Background: an optimization exercise with open tools, aiming at small area. Do not read the settings as production practice.
Where RTL was checked, it was by simulation tests only, not by an equivalence proof against the original.
Power and IR drop assume default switching activity.

==> job 7152: inputs <==
==> flow/design.v <==
package imem_loader_pkg;
  localparam int unsigned LEN_W          = 16;   
  localparam int unsigned BYTE_W         = 8;    
  localparam int unsigned WORD_W         = 32;   
  localparam int unsigned BYTE_IDX_W     = 2;    
  typedef enum logic [2:0] {
    HDR0,
    HDR1,
    PAYLOAD,
    CSUM,
    DONE,
    ERR
  } load_state_e;
endpackage
module imem_array
#(
  parameter int unsigned ADDR_W     = 6,
  parameter logic [31:0] RESET_WORD = 32'h0000_0000
) (
  input  logic              clk,
  input  logic              rst,
  input  logic              we,
  input  logic [ADDR_W-1:0] waddr,
  input  logic [imem_loader_pkg::WORD_W-1:0] wdata,
  input  logic [ADDR_W-1:0] raddr,
  output logic [imem_loader_pkg::WORD_W-1:0] rdata_c
);
  localparam int unsigned DEPTH = 1 << ADDR_W;
  logic [imem_loader_pkg::WORD_W-1:0] mem [DEPTH];
  always_ff @(posedge clk or posedge rst) begin
    if (rst) begin
      for (int i = 0; i < int'(DEPTH); i++) begin
        mem[i] <= RESET_WORD;
      end
    end else if (we) begin
      mem[waddr] <= wdata;
    end
  end
  assign rdata_c = mem[raddr];
endmodule
module imem_loader
#(
  parameter int unsigned ADDR_W     = 6,
  parameter logic [31:0] RESET_WORD = 32'h0000_0000
) (
  input  logic              clk,
  input  logic              rst,
  input  logic              in_valid,
  input  logic [imem_loader_pkg::BYTE_W-1:0] in_data,
  output logic              in_ready,
  input  logic [31:0]       pc,
  output logic [imem_loader_pkg::WORD_W-1:0] instruction,
  output logic              cpu_rst,
  output logic              load_done,
  output logic              load_error,
  output logic [ADDR_W:0]   words_loaded
);
  localparam int unsigned CNT_W = ADDR_W + 1;
  localparam int unsigned DEPTH = 1 << ADDR_W;
  imem_loader_pkg::load_state_e state_q;
  imem_loader_pkg::load_state_e state_d;
  logic [imem_loader_pkg::BYTE_W-1:0]       len_hi_q, len_hi_d;
  logic [imem_loader_pkg::LEN_W-1:0]        len_q, len_d;
  logic [imem_loader_pkg::BYTE_IDX_W-1:0]   byte_idx_q, byte_idx_d;
  logic [imem_loader_pkg::WORD_W-9:0]       word_q, word_d;
  logic [imem_loader_pkg::BYTE_W-1:0]       csum_q, csum_d;
  logic [CNT_W-1:0]        words_q, words_d;
  logic                    ready_q, done_q, err_q, cpu_rst_q;
  logic                    xfer_c;
  logic [imem_loader_pkg::LEN_W-1:0]        len_c;
  logic                    we_c;
  logic [imem_loader_pkg::WORD_W-1:0]       wdata_c;
  logic                    pc_unused;
  assign xfer_c    = in_valid && ready_q;
  assign len_c     = {len_hi_q, in_data};
  assign pc_unused = ^{pc[31:ADDR_W+2], pc[1:0]};
  always_ff @(posedge clk or posedge rst) begin
    if (rst) begin
      state_q    <= imem_loader_pkg::HDR0;
      len_hi_q   <= '0;
      len_q      <= '0;
      byte_idx_q <= '0;
      word_q     <= '0;
      csum_q     <= '0;
      words_q    <= '0;
      ready_q    <= 1'b0;
      done_q     <= 1'b0;
      err_q      <= 1'b0;
      cpu_rst_q  <= 1'b1;
    end else begin
      state_q    <= state_d;
      len_hi_q   <= len_hi_d;
      len_q      <= len_d;
      byte_idx_q <= byte_idx_d;
      word_q     <= word_d;
      csum_q     <= csum_d;
      words_q    <= words_d;
      ready_q    <= (state_d == imem_loader_pkg::HDR0) || (state_d == imem_loader_pkg::HDR1) ||
                    (state_d == imem_loader_pkg::PAYLOAD) || (state_d == imem_loader_pkg::CSUM);
      done_q     <= (state_d == imem_loader_pkg::DONE);
      err_q      <= (state_d == imem_loader_pkg::ERR);
      cpu_rst_q  <= (state_q != imem_loader_pkg::DONE);
    end
  end
  always_comb begin
    state_d    = state_q;
    len_hi_d   = len_hi_q;
    len_d      = len_q;
    byte_idx_d = byte_idx_q;
    word_d     = word_q;
    csum_d     = csum_q;
    words_d    = words_q;
    we_c       = 1'b0;
    wdata_c    = {word_q, in_data};
    case (state_q)
      imem_loader_pkg::HDR0: begin
        if (xfer_c) begin
          len_hi_d = in_data;
          state_d  = imem_loader_pkg::HDR1;
        end
      end
      imem_loader_pkg::HDR1: begin
        if (xfer_c) begin
          len_d = len_c;
          if (32'(len_c) > DEPTH) begin
            state_d = imem_loader_pkg::ERR;
          end else if (len_c == '0) begin
            state_d = imem_loader_pkg::CSUM;
          end else begin
            state_d = imem_loader_pkg::PAYLOAD;
          end
        end
      end
      imem_loader_pkg::PAYLOAD: begin
        if (xfer_c) begin
          csum_d     = csum_q ^ in_data;
          byte_idx_d = byte_idx_q + 2'd1;
          word_d     = {word_q[imem_loader_pkg::WORD_W-17:0], in_data};
          if (byte_idx_q == 2'd3) begin
            we_c    = 1'b1;
            words_d = words_q + CNT_W'(1);
            if (32'(words_q) + 32'd1 == 32'(len_q)) begin
              state_d = imem_loader_pkg::CSUM;
            end
          end
        end
      end
      imem_loader_pkg::CSUM: begin
        if (xfer_c) begin
          state_d = (in_data == csum_q) ? imem_loader_pkg::DONE : imem_loader_pkg::ERR;
        end
      end
      imem_loader_pkg::DONE: state_d = imem_loader_pkg::DONE;
      imem_loader_pkg::ERR:  state_d = imem_loader_pkg::ERR;
      default: state_d = imem_loader_pkg::ERR;
    endcase
  end
  imem_array #(
    .ADDR_W     (ADDR_W),
    .RESET_WORD (RESET_WORD)
  ) u_imem_array (
    .clk     (clk),
    .rst     (rst),
    .we      (we_c),
    .waddr   (words_q[ADDR_W-1:0]),
    .wdata   (wdata_c),
    .raddr   (pc[ADDR_W+1:2]),
    .rdata_c (instruction)
  );
  assign in_ready     = ready_q;
  assign cpu_rst      = cpu_rst_q;
  assign load_done    = done_q;
  assign load_error   = err_q;
  assign words_loaded = words_q;
endmodule
==> flow/run.sh <==
#!/bin/bash
# synth_recipe.tcl (not shown) runs the flow's synth.tcl, then flattens the netlist and writes it again
# the make line also repeats each setting of config.mk as NAME=value (left out here)
make -C /OpenROAD-flow-scripts/flow DESIGN_CONFIG=/design/flow/config.mk WORK_HOME=/design/flow/orfs CLKGATE_MAP_FILE= SYNTH_SCRIPT=/design/flow/synth_recipe.tcl finish
==> flow/config.mk <==
export PLATFORM = sky130hd
export DESIGN_NAME = imem_loader
export DESIGN_NICKNAME = imem_loader
export VERILOG_FILES = /design/flow/design.v
export SDC_FILE = /design/flow/constraint.sdc
export NUM_CORES = 4
export LEC_CHECK = 0
export CAP_MARGIN = 20
export CORE_MARGIN = 2
export CORE_UTILIZATION = 30
export PLACE_DENSITY = 0.4
export SLEW_MARGIN = 20
==> flow/constraint.sdc <==
create_clock -name core_clock -period 12.0 [get_ports {clk}]
set_input_delay 2.4000 -clock core_clock [delete_from_list [all_inputs] [get_ports {clk}]]
set_output_delay 2.4000 -clock core_clock [all_outputs]
set_load 0.01 [all_outputs]
==> job 6424 (differences from job 7152) <==
--- a/flow/design.v
+++ b/flow/design.v
@@ -1,3 +1,2 @@
 package imem_loader_pkg;
-  localparam int unsigned LEN_W          = 16;   
   localparam int unsigned BYTE_W         = 8;    
@@ -21,5 +20,6 @@
   input  logic              rst,
-  input  logic              we,
-  input  logic [ADDR_W-1:0] waddr,
-  input  logic [imem_loader_pkg::WORD_W-1:0] wdata,
+  input  logic              wr,
+  input  logic [1:0]        wlane,
+  input  logic [ADDR_W:0]   wcnt,
+  input  logic [7:0]        wbyte,
   input  logic [ADDR_W-1:0] raddr,
@@ -27,14 +27,119 @@
 );
-  localparam int unsigned DEPTH = 1 << ADDR_W;
-  logic [imem_loader_pkg::WORD_W-1:0] mem [DEPTH];
+  localparam int unsigned RB = ADDR_W - 3;   
+  localparam int unsigned R  = 1 << RB;      
+  localparam int unsigned L  = 8;            
+  logic [7:0] ring_q [4][R][L];
+  logic [7:0] stg_q  [4][2];
+  logic       pend_q [4][2];
+  logic [2:0] cnt_q;
+  logic [ADDR_W:0] cnt_m1, cnt_m2;
+  logic            ins_c [4][R];
+  assign cnt_m1 = wcnt - 1'b1;
+  assign cnt_m2 = wcnt - 2'd2;
+  always_comb begin
+    for (int j = 0; j < 4; j++) begin
+      logic [ADDR_W:0] w1, w0, a;
+      w1 = (2'(j) < wlane) ? wcnt : cnt_m1;
+      w0 = (2'(j) < wlane) ? cnt_m1 : cnt_m2;
+      for (int r = 0; r < int'(R); r++) begin
+        a = (w1[0] == 1'(r)) ? w1 : w0;
+        ins_c[j][r] = pend_q[j][r % 2] && (a[RB-1:0] == RB'(r)) &&
+                      (a[ADDR_W-1:RB] == cnt_q + 3'd1);
+      end
+    end
+  end
+  always_ff @(posedge clk) begin
+    for (int j = 0; j < 4; j++) begin
+      for (int r = 0; r < int'(R); r++) begin
+        ring_q[j][r][0] <= ins_c[j][r] ? stg_q[j][r % 2] : ring_q[j][r][L-1];
+        for (int k = 1; k < int'(L); k++) begin
+          ring_q[j][r][k] <= ring_q[j][r][k-1];
+        end
+      end
+    end
+  end
+  always_ff @(posedge clk) begin
+    if (wr) begin
+      stg_q[wlane][wcnt[0]] <= wbyte;
+    end
+  end
   always_ff @(posedge clk or posedge rst) begin
     if (rst) begin
-      for (int i = 0; i < int'(DEPTH); i++) begin
-        mem[i] <= RESET_WORD;
-      end
-    end else if (we) begin
-      mem[waddr] <= wdata;
-    end
-  end
-  assign rdata_c = mem[raddr];
+      cnt_q <= '0;
+      for (int j = 0; j < 4; j++) begin
+        pend_q[j][0] <= 1'b0;
+        pend_q[j][1] <= 1'b0;
+      end
+    end else begin
+      cnt_q <= cnt_q + 3'd1;
+      for (int j = 0; j < 4; j++) begin
+        for (int p = 0; p < 2; p++) begin
+          logic clr;
+          clr = 1'b0;
+          for (int r = p; r < int'(R); r += 2) clr = clr | ins_c[j][r];
+          if (wr && wlane == 2'(j) && wcnt[0] == 1'(p)) pend_q[j][p] <= 1'b1;
+          else if (clr)                                   pend_q[j][p] <= 1'b0;
+        end
+      end
+    end
+  end
+  localparam int unsigned NPOS = R * L;        
+  localparam int unsigned NGRP = NPOS / 3;     
+  logic [R-1:0]    rsel_c;
+  logic [L-1:0]    psel_c;
+  logic [NPOS-1:0] sel_c;
+  logic            valid_c, e0_c, e1_c;
+  logic [2:0]      pos_c;
+  logic [7:0]      rbyte_c [4][NPOS];
+  logic [7:0]      grp_n_c [4][NGRP];
+  assign valid_c = {1'b0, raddr} < wcnt;
+  assign e0_c    = ({1'b0, raddr} == cnt_m1);
+  assign e1_c    = ({1'b0, raddr} == cnt_m2);
+  assign pos_c   = cnt_q - raddr[ADDR_W-1:RB];
+  always_comb begin
+    for (int r = 0; r < int'(R); r++) rsel_c[r] = (raddr[RB-1:0] == RB'(r));
+    for (int k = 0; k < int'(L); k++) psel_c[k] = (pos_c == 3'(k));
+    for (int r = 0; r < int'(R); r++) begin
+      for (int k = 0; k < int'(L); k++) begin
+        sel_c[r*L+k] = valid_c && rsel_c[r] && psel_c[k];
+        for (int j = 0; j < 4; j++) rbyte_c[j][r*L+k] = ring_q[j][r][k];
+      end
+    end
+  end
+  for (genvar j = 0; j < 4; j++) begin : g_lane
+    for (genvar g = 0; g < int'(NGRP); g++) begin : g_grp
+      for (genvar b = 0; b < 8; b++) begin : g_bit
+        imem_sel3 u_sel3 (
+          .s0  (sel_c[3*g]),     .d0 (rbyte_c[j][3*g][b]),
+          .s1  (sel_c[3*g+1]),   .d1 (rbyte_c[j][3*g+1][b]),
+          .s2  (sel_c[3*g+2]),   .d2 (rbyte_c[j][3*g+2][b]),
+          .y_n (grp_n_c[j][g][b])
+        );
+      end
+    end
+  end
+  always_comb begin
+    for (int j = 0; j < 4; j++) begin
+      logic       hit;
+      logic [7:0] acc;
+      hit = pend_q[j][raddr[0]] && (e0_c || (e1_c && !(2'(j) < wlane)));
+      acc = 8'h00;
+      for (int g = 0; g < int'(NGRP); g++) acc = acc | ~grp_n_c[j][g];
+      for (int i = 3 * int'(NGRP); i < int'(NPOS); i++) acc = acc | ({8{sel_c[i]}} & rbyte_c[j][i]);
+      if (!valid_c)  rdata_c[31-8*j -: 8] = RESET_WORD[31-8*j -: 8];
+      else if (hit)  rdata_c[31-8*j -: 8] = stg_q[j][raddr[0]];
+      else           rdata_c[31-8*j -: 8] = acc;
+    end
+  end
+endmodule
+module imem_sel3 (
+  input  logic s0,
+  input  logic d0,
+  input  logic s1,
+  input  logic d1,
+  input  logic s2,
+  input  logic d2,
+  output logic y_n
+);
+  assign y_n = ~((s0 & d0) | (s1 & d1) | (s2 & d2));
 endmodule
@@ -61,6 +166,5 @@
   imem_loader_pkg::load_state_e state_d;
-  logic [imem_loader_pkg::BYTE_W-1:0]       len_hi_q, len_hi_d;
-  logic [imem_loader_pkg::LEN_W-1:0]        len_q, len_d;
+  logic                    hi_nz_q, hi_nz_d;    
+  logic [ADDR_W-1:0]       last_q, last_d;      
   logic [imem_loader_pkg::BYTE_IDX_W-1:0]   byte_idx_q, byte_idx_d;
-  logic [imem_loader_pkg::WORD_W-9:0]       word_q, word_d;
   logic [imem_loader_pkg::BYTE_W-1:0]       csum_q, csum_d;
@@ -69,8 +173,5 @@
   logic                    xfer_c;
-  logic [imem_loader_pkg::LEN_W-1:0]        len_c;
-  logic                    we_c;
-  logic [imem_loader_pkg::WORD_W-1:0]       wdata_c;
+  logic                    wr_c;
   logic                    pc_unused;
   assign xfer_c    = in_valid && ready_q;
-  assign len_c     = {len_hi_q, in_data};
   assign pc_unused = ^{pc[31:ADDR_W+2], pc[1:0]};
@@ -79,6 +180,5 @@
       state_q    <= imem_loader_pkg::HDR0;
-      len_hi_q   <= '0;
-      len_q      <= '0;
+      hi_nz_q    <= 1'b0;
+      last_q     <= '0;
       byte_idx_q <= '0;
-      word_q     <= '0;
       csum_q     <= '0;
@@ -91,6 +191,5 @@
       state_q    <= state_d;
-      len_hi_q   <= len_hi_d;
-      len_q      <= len_d;
+      hi_nz_q    <= hi_nz_d;
+      last_q     <= last_d;
       byte_idx_q <= byte_idx_d;
-      word_q     <= word_d;
       csum_q     <= csum_d;
@@ -106,10 +205,8 @@
     state_d    = state_q;
-    len_hi_d   = len_hi_q;
-    len_d      = len_q;
+    hi_nz_d    = hi_nz_q;
+    last_d     = last_q;
     byte_idx_d = byte_idx_q;
-    word_d     = word_q;
     csum_d     = csum_q;
     words_d    = words_q;
-    we_c       = 1'b0;
-    wdata_c    = {word_q, in_data};
+    wr_c       = 1'b0;
     case (state_q)
@@ -117,4 +214,4 @@
         if (xfer_c) begin
-          len_hi_d = in_data;
-          state_d  = imem_loader_pkg::HDR1;
+          hi_nz_d = (in_data != '0);
+          state_d = imem_loader_pkg::HDR1;
         end
@@ -123,6 +220,6 @@
         if (xfer_c) begin
-          len_d = len_c;
-          if (32'(len_c) > DEPTH) begin
+          last_d = ADDR_W'(in_data - 8'd1);
+          if (hi_nz_q || (32'(in_data) > DEPTH)) begin
             state_d = imem_loader_pkg::ERR;
-          end else if (len_c == '0) begin
+          end else if (in_data == '0) begin
             state_d = imem_loader_pkg::CSUM;
@@ -135,9 +232,8 @@
         if (xfer_c) begin
+          wr_c       = 1'b1;
           csum_d     = csum_q ^ in_data;
           byte_idx_d = byte_idx_q + 2'd1;
-          word_d     = {word_q[imem_loader_pkg::WORD_W-17:0], in_data};
           if (byte_idx_q == 2'd3) begin
-            we_c    = 1'b1;
             words_d = words_q + CNT_W'(1);
-            if (32'(words_q) + 32'd1 == 32'(len_q)) begin
+            if (words_q[ADDR_W-1:0] == last_q) begin
               state_d = imem_loader_pkg::CSUM;
@@ -163,5 +259,6 @@
     .rst     (rst),
-    .we      (we_c),
-    .waddr   (words_q[ADDR_W-1:0]),
-    .wdata   (wdata_c),
+    .wr      (wr_c),
+    .wlane   (byte_idx_q),
+    .wcnt    (words_q),
+    .wbyte   (in_data),
     .raddr   (pc[ADDR_W+1:2]),
Settings changed: CORE_UTILIZATION 30 to 55, PLACE_DENSITY 0.4 to 0.65, SYNTH_HIERARCHICAL set to 1.
==> summary.txt <==
Drt
  • DR iter-0 viols: 7405
  • Post-DR wirelength/cell: 43.1 um
  • TritonRoute pass-1 iters: 6

Finish
  • Clk tree area frac: 0.0778
  • Commonest non-fill, non-tap cell in the layout: dfrtp_1

Power and ir drop
  • Pleak: 0.0515 uW
  • Comb power frac: 0.031

Status
  • Status: complete, no violations

STA
  • Hold Slack: 0.478 ns
  • F_max: 101 MHz

Yosys
  • Syn Area/Cell: 13.6 sq um

Worst hold path
  • Worst hold start: u_imem_array.mem[28][15]

Floorplanning
  • Die ar.: 316000 sq um

Critical path
  • Worst setup path startpoint: pc[3]
That was job 7152.
==> summary.txt <==
Status
  • Status: complete, no violations

Yosys
  • Syn Area/Cell: 14.9 sq um

Placement
  • Placed cell areas: 63300 sq um

Finish
  • Clk tree area frac: 0.0931
  • Commonest non-fill, non-tap cell in the layout: dfxtp_1

STA
  • Hold Slack: 0.334 ns
  • F_max: 88.8 MHz

Floorplanning
  • Die ar.: 111000 sq um

Power and ir drop
  • Pleak: 0.0262 uW
  • Comb power frac: 0.011

Critical path
  • Worst setup path startpoint: pc[2]

Worst hold path
  • Worst hold start: u_imem_array.ring_q[78][1]
That was job 6424.
Function not checked in job 6424: the RTL went through the layout flow alone.

[what the ideal ports hide]
How much do the figures lean on ideal ports? The routed layouts below were timed once more, with nothing changed but the port constraints. Step 1 (the two cells are an assumption about what drives the block):
set clk [get_ports {clk}]
set_driving_cell -lib_cell sky130_fd_sc_hd__clkbuf_16 $clk
set_driving_cell -lib_cell sky130_fd_sc_hd__buf_2 [delete_from_list [all_inputs] $clk]
Step 2 also shifts input and output timing later by t, the mid clock arrival at the registers, as if the neighbouring blocks saw the same clock. a / b / c = ideal / step 1 / step 2; a / b = the first two.
| run | t, ns | slack for setup (ns) | worst data-port slew with drivers (ns) | cell pins on the clock port's net |
|---|---|---|---|---|
| job 7152 | 0.993 | 2.110 / 1.934 / 1.934 | 0.17 | 1 |
| job 6424 | 0.861 | 0.745 / 0.718 / 0.718 | 0.04 | 1 |
After both steps every run listed still meets setup and hold. The setup slack of job 7152, which loses most, moves by -0.176 ns with the drivers and by -0.176 ns with both steps.
